From an optimization exercise on the open Yosys and OpenROAD flow, aimed at small area; shortcuts taken in it are not production practice. The RTL was checked by simulation tests, not by an equivalence proof against the original design.

Setup of main:
==> flow/design.v <==
package snake_pkg;
	localparam logic [7:0] apple_seed = 8'hEA;
endpackage
module snake_top (
	input logic clk,
	input logic reset,
	input logic arrow_up,
	input logic arrow_down,
	input logic arrow_left,
	input logic arrow_right,
	output logic [7:0] led_segout,
	output logic [2:0] led_scanout,
	output logic [7:0] matrix_segout_r,
	output logic [7:0] matrix_segout_g,
	output logic [7:0] matrix_scanout
);
	logic [5:0] p;
	logic live;
	logic fresh;
	logic step;
	always_ff @(posedge clk or negedge reset) begin
		if (!reset) begin
			p <= 6'd63;
			live <= 1'b0;
			fresh <= 1'b1;
		end else begin
			p <= p + 6'd1;
			if (!p[0]) live <= 1'b1;
			if (p == 6'd6) fresh <= 1'b0;
		end
	end
	assign step = live && p == 6'd63;
	localparam logic [1:0] d_up = 2'd0;
	localparam logic [1:0] d_right = 2'd1;
	localparam logic [1:0] d_down = 2'd2;
	localparam logic [1:0] d_left = 2'd3;
	logic [1:0] want;
	logic [1:0] req;
	always_ff @(posedge clk or negedge reset) begin
		if (!reset) begin
			want <= d_down;
		end else begin
			if (!arrow_up) want <= d_up;
			else if (!arrow_down) want <= d_down;
			else if (arrow_left) want <= d_left;
			else if (arrow_right) want <= d_right;
		end
	end
	always_ff @(posedge clk) begin
		if (p == 6'd60) req <= want;
	end
	localparam logic [1:0] t_empty = 2'd0;
	logic [1:0] dir;
	logic [5:0] head;
	logic [5:0] tail;
	logic [1:0] tail_head;
	logic [5:0] apple;
	logic [5:0] cand;
	logic [7:0] rnd;
	logic [2:0] tens;
	logic [3:0] units;
	logic over;
	logic [15:0] crow [8];
	logic clr_on;
	logic [1:0] left_turn;
	logic [1:0] tail_turn;
	logic [1:0] next_dir;
	logic [1:0] turn;
	logic [1:0] tail_exit;
	logic [5:0] new_head;
	logic [5:0] new_tail;
	logic hit;
	logic at_apple;
	logic advance;
	logic eat;
	logic [7:0] rnd_step;
	logic cand_busy;
	logic at_addr;
	logic [5:0] clr;
	logic [5:0] left_cell;
	logic [5:0] addr;
	logic [2:0] addr_pos;
	logic [15:0] addr_row;
	logic occ;
	function automatic logic [5:0] move(input logic [5:0] c, input logic [1:0] d);
		move = c;
		case (d)
			d_up: move[5:3] = c[5:3] - 3'd1;
			d_down: move[5:3] = c[5:3] + 3'd1;
			d_left: move[2:0] = c[2:0] - 3'd1;
			d_right: move[2:0] = c[2:0] + 3'd1;
		endcase
	endfunction
	always_comb begin
		if (req == dir + 2'd2) next_dir = dir;
		else next_dir = req;
		new_head = move(head, next_dir);
		turn = (next_dir - dir) ^ 2'd2;
		tail_exit = tail_head + (tail_turn ^ 2'd2);
		if (tens == 3'd0 && units == 4'd0) tail_exit = next_dir;
		new_tail = move(tail, tail_exit);
		addr = step ? new_head : cand;
		addr_pos = addr[5:3] - p[2:0] - 3'd1;
		addr_row = crow[addr_pos];
		occ = addr_row[{addr[2:0], 1'b0} +: 2] != t_empty;
		hit = occ && new_head != tail;
		at_addr = addr == apple;
		at_apple = at_addr;
		left_cell = move(head, dir ^ 2'd2);
		clr = move(tail, tail_head ^ 2'd2);
		rnd_step = rnd ^ (rnd << 7);
		rnd_step = rnd_step ^ (rnd_step >> 5);
		rnd_step = rnd_step ^ (rnd_step << 3);
		cand_busy = (occ && !(clr_on && cand == clr)) || cand == head || at_addr;
	end
	assign advance = step && !over && !hit;
	assign eat = advance && at_apple;
	always_ff @(posedge clk or negedge reset) begin
		if (!reset) begin
			dir <= d_down;
			head <= 6'd0;
			tail <= 6'd0;
			apple <= 6'b011_100;
			cand <= snake_pkg::apple_seed[5:0];
			rnd <= snake_pkg::apple_seed;
			tens <= 3'd0;
			units <= 4'd0;
			over <= 1'b0;
			clr_on <= 1'b0;
			left_turn <= t_empty;
		end else begin
			if (step) begin
				cand <= eat ? rnd_step[5:0] : rnd[5:0];
			end else if (cand_busy && !fresh) begin
				cand <= cand + 6'd39;
			end
			if (step && !over && hit) over <= 1'b1;
			if (advance) begin
				dir <= next_dir;
				if (!at_apple) tail <= new_tail;
				head <= new_head;
				left_turn <= turn;
				clr_on <= !at_apple;
				if (at_apple) begin
					rnd <= rnd_step;
					if (units[3] && units[0]) begin
						units <= 4'd0;
						tens <= tens + 3'd1;
					end else begin
						units <= units + 4'd1;
					end
					if (tens[2] && tens[1] && !units[2] && units[1] && !units[0]) over <= 1'b1;
					else apple <= cand;
				end
			end
		end
	end
	always_ff @(posedge clk) begin
		if (advance && !at_apple) tail_head <= tail_exit;
	end
	logic clr_on_d;
	logic [5:0] clr_d;
	logic [5:0] left_d;
	logic [1:0] left_turn_d;
	logic [2:0] enter_row;
	logic [15:0] enter_new;
	logic [15:0] row_show;
	logic [7:0] show_occ;
	always_comb begin
		clr_on_d = advance ? !at_apple : clr_on;
		clr_d = advance ? tail : clr;
		left_d = advance ? head : left_cell;
		left_turn_d = advance ? turn : left_turn;
		enter_row = p[2:0] + 3'd1;
		enter_new = crow[0];
		if (left_d[5:3] == enter_row) enter_new[{left_d[2:0], 1'b0} +: 2] = left_turn_d;
		if (clr_on_d && clr_d[5:3] == enter_row) enter_new[{clr_d[2:0], 1'b0} +: 2] = t_empty;
	end
	always_ff @(posedge clk) begin
		for (int i = 0; i < 7; i++) crow[i] <= crow[i+1];
		crow[7] <= fresh ? 16'd0 : enter_new;
		if (tail[5:3] == p[2:0]) tail_turn <= crow[7][{tail[2:0], 1'b0} +: 2];
	end
	always_comb begin
		row_show = crow[7];
		for (int c = 0; c < 8; c++) show_occ[c] = row_show[2*c+1] | row_show[2*c];
	end
	logic [7:0] row_g;
	logic [7:0] row_r;
	logic [3:0] digit;
	logic [7:0] seg_code;
	logic [7:0] head_bit;
	logic [7:0] apple_bit;
	always_comb begin
		head_bit = 8'd0;
		if (live && head[5:3] == p[2:0]) head_bit = 8'b1000_0000 >> head[2:0];
		apple_bit = 8'd0;
		if (apple[5:3] == p[2:0]) apple_bit = 8'b1000_0000 >> apple[2:0];
		for (int c = 0; c < 8; c++) row_g[7 - c] = show_occ[c];
		row_g = row_g | head_bit;
		row_r = over ? row_g : (head_bit | apple_bit);
		digit = p[1] ? units : {1'b0, tens};
		case (digit)
			4'd0: seg_code = 8'b11111100;
			4'd1: seg_code = 8'b01100000;
			4'd2: seg_code = 8'b11011010;
			4'd3: seg_code = 8'b11110010;
			4'd4: seg_code = 8'b01100110;
			4'd5: seg_code = 8'b10110110;
			4'd6: seg_code = 8'b10111110;
			4'd7: seg_code = 8'b11100000;
			4'd8: seg_code = 8'b11111110;
			4'd9: seg_code = 8'b11110110;
			default: seg_code = 8'bxxxxxxx0;
		endcase
		if (!(p[2:0] == 3'd2 || (p[2:0] == 3'd1 && tens != 3'd0))) seg_code = 8'd0;
	end
	assign matrix_scanout = live ? (8'd1 << p[2:0]) : 8'd0;
	assign matrix_segout_g = live ? row_g : 8'd0;
	assign matrix_segout_r = row_r;
	assign led_segout = seg_code;
	assign led_scanout = {1'b0, matrix_scanout[2], matrix_scanout[1]};
endmodule
clock: 20.0 ns
lec_check: 0
abc_area: 1
cap_margin: 20
core_margin: 2
core_utilization: 60
cts_buf_list: sky130_fd_sc_hd__clkbuf_8
slew_margin: 20
standard.sh (not shown) runs the stock make flow with config.mk's settings and CLKGATE_MAP_FILE= SYNTH_SCRIPT=/design/flow/synth_recipe.tcl, a recipe that flattens the netlist after the stock synthesis.
==> flow/flow/run.sh <==
#!/bin/bash
# Layout flow: the standard synthesis, then the combinational logic is
# mapped again with stronger ABC area scripts (registers are left as they
# are: same instances, names and cell types), the smallest result is kept,
# and the standard flow runs on from floorplan to finish, with the
# smallest buffer for the port buffers.
set -euo pipefail
W=$(pwd)
R=$W/orfs/results/${FLOW_PLATFORM:-sky130hd}/snake_top/base
LIB=$FLOW_HOME/platforms/sky130hd/lib/sky130_fd_sc_hd__tt_025C_1v80.lib
YOSYS=$(command -v yosys || true)
[ -n "$YOSYS" ] || YOSYS=$FLOW_HOME/../tools/install/yosys/bin/yosys

bash standard.sh synth > $W/std_synth.log 2>&1
cp $R/1_2_yosys.v $W/synth_std.v

DU=$(sed -n '/DONT_USE_CELLS/,/^$/p' $FLOW_HOME/platforms/sky130hd/config.mk | grep -o 'sky130_fd_sc_hd__[a-z0-9_]*' | sed 's/^/-dont_use /' | tr '\n' ' ')
remap() {
	local s=$1
	local n=$(basename $s .script)
	cat > $W/remap_$n.ys <<EOS
read_liberty -ignore_miss_func $LIB
setattr -mod -set keep_hierarchy 1 sky130_fd_sc_hd__*df* sky130_fd_sc_hd__*dl*
read_verilog $W/synth_std.v
hierarchy -top $FLOW_TOP
flatten
opt -purge
abc -liberty $LIB $DU -script $s
opt_clean -purge
splitnets
opt_clean -purge
hilomap -singleton -hicell sky130_fd_sc_hd__conb_1 HI -locell sky130_fd_sc_hd__conb_1 LO
insbuf -buf sky130_fd_sc_hd__buf_4 A X
opt_clean -purge
select $FLOW_TOP
tee -o $W/remap_$n.stat stat -liberty $LIB
write_verilog -noattr -nohex -nodec -selected $W/remap_$n.v
EOS
	$YOSYS -s $W/remap_$n.ys > $W/remap_$n.log 2>&1 || true
}
for s in $W/flow/abc_*.script; do
	remap $s &
done
wait

best=""
best_area=""
for s in $W/flow/abc_*.script; do
	n=$(basename $s .script)
	a=$(grep -o "Chip area for module '.$FLOW_TOP': [0-9.]*" $W/remap_$n.stat 2>/dev/null | awk '{print $NF}' || true)
	echo "$n $a" >> $W/remap_areas.txt
	if [ -n "$a" ] && { [ -z "$best_area" ] || awk "BEGIN{exit !($a < $best_area)}"; }; then
		best=$n
		best_area=$a
	fi
done

# the same registers, by instance name and cell type, or keep the standard netlist
regs() { grep -oE '^\s*sky130_fd_sc_hd__\S*(df|dl)\S*\s+\S+' "$1" | awk '{print $1, $2}' | sort; }
if [ -n "$best" ] && [ "$(regs $W/synth_std.v)" == "$(regs $W/remap_$best.v)" ]; then
	echo "using $best ($best_area)" >> $W/remap_areas.txt
	sleep 1
	cp $W/remap_$best.v $R/1_2_yosys.v
	touch $R/1_2_yosys.v
else
	echo "using the standard netlist" >> $W/remap_areas.txt
fi

# port buffers: the smallest buffer, which drives the 0.01 pF loads easily
export BUFFER_PORTS_ARGS="-buffer_cell sky130_fd_sc_hd__buf_1"
# clock tree options, if the version gives them
if [ -f $W/flow/cts_args.txt ]; then
	export CTS_ARGS="$(cat $W/flow/cts_args.txt)"
fi
bash standard.sh finish > $W/std_finish.log 2>&1
Other scripts of this flow, unchanged in this note and not shown: flow/flow/abc_b5.script, flow/flow/abc_c3.script, flow/flow/abc_c4.script, flow/flow/abc_d1.script
Changes in the feature branch relative to main:
--- a/flow/design.v
+++ b/flow/design.v
@@ -94,11 +94,13 @@
 	always_comb begin
 		if (req == dir + 2'd2) next_dir = dir;
 		else next_dir = req;
-		new_head = move(head, next_dir);
+		new_head = move(head, (step && !over) ? next_dir : dir ^ 2'd2);
+		left_cell = new_head;
 		turn = (next_dir - dir) ^ 2'd2;
 		tail_exit = tail_head + (tail_turn ^ 2'd2);
 		if (tens == 3'd0 && units == 4'd0) tail_exit = next_dir;
-		new_tail = move(tail, tail_exit);
+		new_tail = move(tail, advance ? tail_exit : tail_head ^ 2'd2);
+		clr = new_tail;
 		addr = step ? new_head : cand;
 		addr_pos = addr[5:3] - p[2:0] - 3'd1;
 		addr_row = crow[addr_pos];
@@ -106,8 +108,6 @@
 		hit = occ && new_head != tail;
 		at_addr = addr == apple;
 		at_apple = at_addr;
-		left_cell = move(head, dir ^ 2'd2);
-		clr = move(tail, tail_head ^ 2'd2);
 		rnd_step = rnd ^ (rnd << 7);
 		rnd_step = rnd_step ^ (rnd_step >> 5);
 		rnd_step = rnd_step ^ (rnd_step << 3);
Notes after the runs:
Compare the feature branch and main | count of non-CTS inverters in the layout higher: the feature branch. Re instance count of the mapped netlist: main was lower than the feature branch. The run with more setup slack is main; the feature branch has less. Looking at the feature branch and main, the sequential share of layout area is a wash. The feature branch ended up with a higher routability congestion estimate than main did.

## afterwards: timing with drivers on the ports
In the flow no input, the clock included, has a driving cell. The finished layouts below were timed again as built, in two steps. Step 1 (the two cells are an assumption about what drives the block):
set clk [get_ports {clk}]
set_driving_cell -lib_cell sky130_fd_sc_hd__clkbuf_16 $clk
set_driving_cell -lib_cell sky130_fd_sc_hd__buf_2 [delete_from_list [all_inputs] $clk]
Step 2 also shifts input and output timing later by t, the mid clock arrival at the registers, as if the neighbouring blocks saw the same clock. Slacks: ideal / step 1 / step 2; pairs: ideal / step 1.
| run | shift t [ns] | slack for setup (ns) | worst register clock-pin slew, ns | worst slew at a driven data input, ns |
|---|---|---|---|---|
| main | 0.492 | 12.528 / 12.528 / 12.528 | 0.11 / 0.11 | 0.03 |
| the feature branch | 0.514 | 9.879 / 9.879 / 9.879 | 0.11 / 0.11 | 0.03 |
After both steps every run listed still meets setup and hold.
